Source: an optimization exercise on an open RTL-to-GDS flow (aim: small area, a short achievable clock period and few clock cycles per item). Production flows keep margins and buffers that such runs may drop.
At most, simulation tests tie the RTL to the original design; equivalence was not proved.

==> run D <==
==> flow/design.v (excerpt) <==
module fan_speed_controller_top (
    input  logic        i_clk,
    input  logic        i_rst_n,
    input  logic        psel,
    input  logic        penable,
    input  logic        pwrite,
    input  logic [4:0]  paddr,
    input  logic [31:0] pwdata,
    output logic [31:0] prdata,
    output logic        pready,
    input  logic        i_s_tvalid,
    output logic        o_s_tready,
    input  logic [23:0] i_s_tdata,
    output logic        o_m_tvalid,
    input  logic        i_m_tready,
    output logic [39:0] o_m_tdata
);
clock: 10.0 ns
lec_check: 0
abc_area: 1
cap_margin: 20
core_margin: 2
core_utilization: 40
setup_slack_margin: 5
slew_margin: 20
standard.sh (not shown) runs the stock make flow with config.mk's settings and CLKGATE_MAP_FILE= SYNTH_SCRIPT=/design/flow/synth_recipe.tcl, a recipe that flattens the netlist after the stock synthesis.
==> flow/flow/run.sh <==
#!/bin/bash
# Standard synthesis, then an inverter-pushing pass over the full adders of
# the mapped netlist (flow/invpush.py), then the standard layout from there.
set -e
set -o pipefail
cp standard.sh standard_sh_copy.log
bash standard.sh synth > synth_run.log 2>&1
RES=$(dirname "$(find orfs/results -name 1_2_yosys.v | head -1)")
cp "$RES/1_2_yosys.v" 1_2_yosys_standard.v.log
python3 flow/invpush.py 1_2_yosys_standard.v.log 1500 > invpush_out.v 2> invpush.log
cp invpush_out.v "$RES/1_2_yosys.v"
rm -f "$RES/1_synth.odb" "$RES/1_synth.sdc"
bash standard.sh finish > finish_run.log 2>&1
Other scripts of this flow, unchanged in this note and not shown: flow/flow/invpush.py
==> run F (differences from run D) <==
--- a/flow/design.v
+++ b/flow/design.v
@@ -65,12 +65,13 @@
     always_ff @(posedge i_clk) begin
         r_rd    <= rd_mux;
         r_rd_sx <= rd_mux[18] & ~reg_idx[2] & ~(reg_idx[1] & reg_idx[0]);
     end
     assign prdata = {{13{r_rd_sx}}, r_rd};
     logic signed [19:0] r_span;       
+    logic [20:0]        r_span3;      
     logic               r_flat;       
     logic [6:0]         r_bneg, r_bone, r_btwo;    
     logic [11:0]        am_c;
     logic [14:0]        am_x;
     logic               r_mneg;       
     logic signed [19:0] span_c;
@@ -78,12 +79,13 @@
     assign span_c = 20'(r_high_temp) - 20'(r_off_temp);
     assign md_c   = {1'b0, r_max_fan} - {1'b0, r_min_fan};
     assign am_c   = md_c[12] ? (r_min_fan - r_max_fan) : md_c[11:0];
     assign am_x   = {2'b00, am_c, 1'b0};
     always_ff @(posedge i_clk) begin
         r_span <= span_c;
+        r_span3 <= 21'(span_c) + 21'({span_c, 1'b0});
         r_flat <= (span_c <= 20'sd0);
         r_mneg <= md_c[12];
         for (int j = 0; j < 7; j++) begin
             r_bneg[j] <= am_x[2*j+2];
             r_bone[j] <= am_x[2*j+1] ^ am_x[2*j];
             r_btwo[j] <= (am_x[2*j+2] & ~am_x[2*j+1] & ~am_x[2*j]) |
@@ -1058,12 +1060,25 @@
     logic [11:0] r_quo;
     logic        r_sat;
     logic [18:0] dv;
     logic [18:0] rem0, rem1, rem2;
     logic [11:0] quo0, quo1, quo2;
     logic        div_load;
+    function automatic logic [30:0] div_step(input logic [18:0] rem, input logic [11:0] quo,
+                                             input logic [18:0] d, input logic [20:0] d3);
+        logic [20:0] tr;
+        logic [21:0] d1, d2, d3s;
+        tr  = {rem, quo[11:10]};
+        d1  = {1'b0, tr} - {3'b0, d};
+        d2  = {1'b0, tr} - {2'b0, d, 1'b0};
+        d3s = {1'b0, tr} - {1'b0, d3};
+        if (!d3s[21])     div_step = {d3s[18:0], quo[9:0], 2'd3};
+        else if (!d2[21]) div_step = {d2[18:0],  quo[9:0], 2'd2};
+        else if (!d1[21]) div_step = {d1[18:0],  quo[9:0], 2'd1};
+        else              div_step = {tr[18:0],  quo[9:0], 2'd0};
+    endfunction
     function automatic logic [30:0] div_step2(input logic [18:0] rem, input logic [11:0] quo,
                                               input logic [18:0] d);
         logic [19:0] tr;
         logic [20:0] d1;
         tr = {rem, quo[11]};
         d1 = {1'b0, tr} - {2'b0, d};
@@ -1071,61 +1086,57 @@
         else         div_step2 = {tr[18:0], quo[10:0], 1'b0};
     endfunction
     assign dv       = r_span[18:0];
     assign div_load = k5;
     assign rem0     = div_load ? r_p[30:12] : r_rem;
     assign quo0     = div_load ? r_p[11:0]  : r_quo;
-    logic [18:0] rem1b;
-    logic [11:0] quo1b;
-    assign {rem1, quo1}   = div_step2(rem0, quo0, dv);
-    assign {rem1b, quo1b} = div_step2(rem1, quo1, dv);
-    assign {rem2, quo2}   = div_step2(rem1b, quo1b, dv);
+    assign {rem1, quo1} = div_step(rem0, quo0, dv, r_span3);
+    assign {rem2, quo2} = div_step2(rem1, quo1, dv);
     always_ff @(posedge i_clk) begin
         if (adv) begin
             r_rem <= rem2;
             r_quo <= quo2;
             if (div_load) r_sat <= (r_p[30:12] >= dv);
         end
     end
     logic ge_high9, gt_high9, gt_on9, lt_off9, gt_on10, lt_off10;
-    logic [19:0] dh8;
-    assign dh8 = 20'(fi8) - 20'(r_high_temp);
     always_ff @(posedge i_clk) begin
         if (adv) begin
-            ge_high9 <= ~dh8[19];
-            gt_high9 <= ~dh8[19] & (dh8 != 20'd0);
+            ge_high9 <= !(fi8 < r_high_temp);
+            gt_high9 <= fi8 > r_high_temp;
             gt_on9   <= fi8 > r_on_temp;
             lt_off9  <= fi8 < r_off_temp;
             gt_on10  <= gt_on9;
             lt_off10 <= lt_off9;
         end
     end
-    logic [11:0] up_lvl, dn_lvl, ramp_lvl, r_ramp;
-    logic [12:0] dn_c;
-    assign up_lvl = r_min_fan + r_quo;
-    assign dn_c   = {1'b0, r_max_fan} + {1'b1, ~r_quo} + {12'd0, (r_rem == 19'd0)};
-    assign dn_lvl = (r_sat || dn_c[12]) ? 12'd0 : dn_c[11:0];
+    logic [11:0] lv, lv_base, ramp_lvl, r_ramp;
+    logic [12:0] lv_c;
+    assign lv_base = r_mneg ? r_max_fan : r_min_fan;
+    assign lv_c    = {1'b0, lv_base} + {r_mneg, r_quo ^ {12{r_mneg}}} +
+                     {12'd0, r_mneg & (r_rem == 19'd0)};
+    assign lv      = (r_mneg && (r_sat || lv_c[12])) ? 12'd0 : lv_c[11:0];
     always_comb begin
         if (r_flat) begin
             ramp_lvl = r_max_fan;
         end else if (!r_mneg) begin
-            ramp_lvl = ge_high9 ? r_max_fan : up_lvl;
+            ramp_lvl = ge_high9 ? r_max_fan : lv;
         end else begin
-            ramp_lvl = gt_high9 ? dn_lvl : r_max_fan;
+            ramp_lvl = gt_high9 ? lv : r_max_fan;
         end
     end
     always_ff @(posedge i_clk) begin
         if (adv) r_ramp <= ramp_lvl;
     end
     logic        fan_on;
     logic [11:0] lvl;
     logic [18:0] o_fi;
     logic        o_tick, o_chg;
     logic        has_req, fan_nx;
     logic [11:0] req;
-    logic [12:0] rise, fall;
+    logic [13:0] dl, dl_up, dl_dn;
     logic        take;
     always_comb begin
         has_req = 1'b0;
         fan_nx  = fan_on;
         req     = r_ramp;
         if (!fan_on && gt_on10) begin
@@ -1137,17 +1148,18 @@
             fan_nx  = 1'b0;
             req     = 12'd0;
         end else if (fan_on) begin
             has_req = 1'b1;
         end
     end
-    assign rise = {1'b0, req} - {1'b0, lvl};
-    assign fall = {1'b0, lvl} - {1'b0, req};
-    assign take = has_req &&
-                  ((!rise[12] && rise != 13'd0 && rise >= {5'd0, r_up_db}) ||
-                   (!fall[12] && fall != 13'd0 && fall >= {5'd0, r_down_db}));
+    assign dl    = {2'b0, req} - {2'b0, lvl};
+    assign dl_up = dl - {6'd0, r_up_db};
+    assign dl_dn = dl + {6'd0, r_down_db};
+    assign take  = has_req &&
+                   ((!dl[13] && dl != 14'd0 && !dl_up[13]) ||
+                    (dl[13] && (dl_dn[13] || dl_dn == 14'd0)));
     always_ff @(posedge i_clk) begin
         if (!i_rst_n) begin
             o_valid <= 1'b0;
             fan_on  <= 1'b0;
             lvl     <= 12'd0;
         end else if (adv) begin
==> flow/flow/run.sh (replaced) <==
#!/bin/bash
# Standard synthesis, then an inverter-pushing pass over the full adders of
# the mapped netlist (flow/invpush.py), then the standard layout from there,
# with plain buffers (not delay buffers) as the port buffers and no dummy
# loads in the clock tree.
set -e
set -o pipefail
cp standard.sh standard_sh_copy.log
bash standard.sh synth > synth_run.log 2>&1
RES=$(dirname "$(find orfs/results -name 1_2_yosys.v | head -1)")
cp "$RES/1_2_yosys.v" 1_2_yosys_standard.v.log
python3 flow/invpush.py 1_2_yosys_standard.v.log 1500 > invpush_out.v 2> invpush.log
cp invpush_out.v "$RES/1_2_yosys.v"
rm -f "$RES/1_synth.odb" "$RES/1_synth.sdc"
sed 's/"\${@:-finish}"/"BUFFER_PORTS_ARGS=-buffer_cell sky130_fd_sc_hd__buf_2" "CTS_ARGS=-sink_clustering_enable -repair_clock_nets -dont_use_dummy_load -sink_clustering_size 30 -sink_clustering_max_diameter 70" "${@:-finish}"/' standard.sh > standard_ports.sh
cp standard_ports.sh standard_ports_sh_copy.log
bash standard_ports.sh finish > finish_run.log 2>&1
--- a/flow/config.mk
+++ b/flow/config.mk
@@ -6,8 +6,8 @@
 export NUM_CORES = 4
 export LEC_CHECK = 0
 export ABC_AREA = 1
 export CAP_MARGIN = 20
 export CORE_MARGIN = 2
 export CORE_UTILIZATION = 40
-export SETUP_SLACK_MARGIN = 5
+export SETUP_SLACK_MARGIN = 4.8
 export SLEW_MARGIN = 20
==> notes.md <==
- Maximum frequency: run F is larger than run D (15%).
- Against run D, the global-route usage of run F is lower by 1.2 points.
- In run D the design area is higher than in run F, by 5.0%.
- Of run F and run D, run F has the higher setup slack (gap 0.76 ns).
- Between run D and run F, the lower non-clock buffer count is in run F (gap 36).
- Between run F and run D, the lower synthesized cell count is in run D (gap 0.33%, measured against run D).
Testbench counts of run F, summed over its fixed seeds: cycles 13,664, items 12,800.
Only the layout flow was run in run D; the RTL was not checked for function there.

-- port drivers added, routing unchanged --
The results above use ideal ports. As a check the final layouts listed here were re-extracted and re-timed, cells and wires unchanged. Step 1, drivers: a clkbuf_16 drives i_clk and a buf_2 each remaining input, both assumed. Step 2, shift: input delay + t, output delay - t, t = (earliest + latest rising clock arrival at the registers) / 2. This alone moves slack from input paths to output paths. Slacks: no drivers / after step 1 / after step 2; pairs: no drivers / after step 1.
run	t (ns)	setup WS [ns]	latest minus earliest clock arrival (ns)	worst data-port slew with drivers (ns)
run D	0.724	4.094 / 4.094 / 4.094	0.045 / 0.044	0.04
run F	0.666	4.858 / 4.858 / 4.858	0.071 / 0.072	0.26
After both steps every run listed still meets setup and hold.
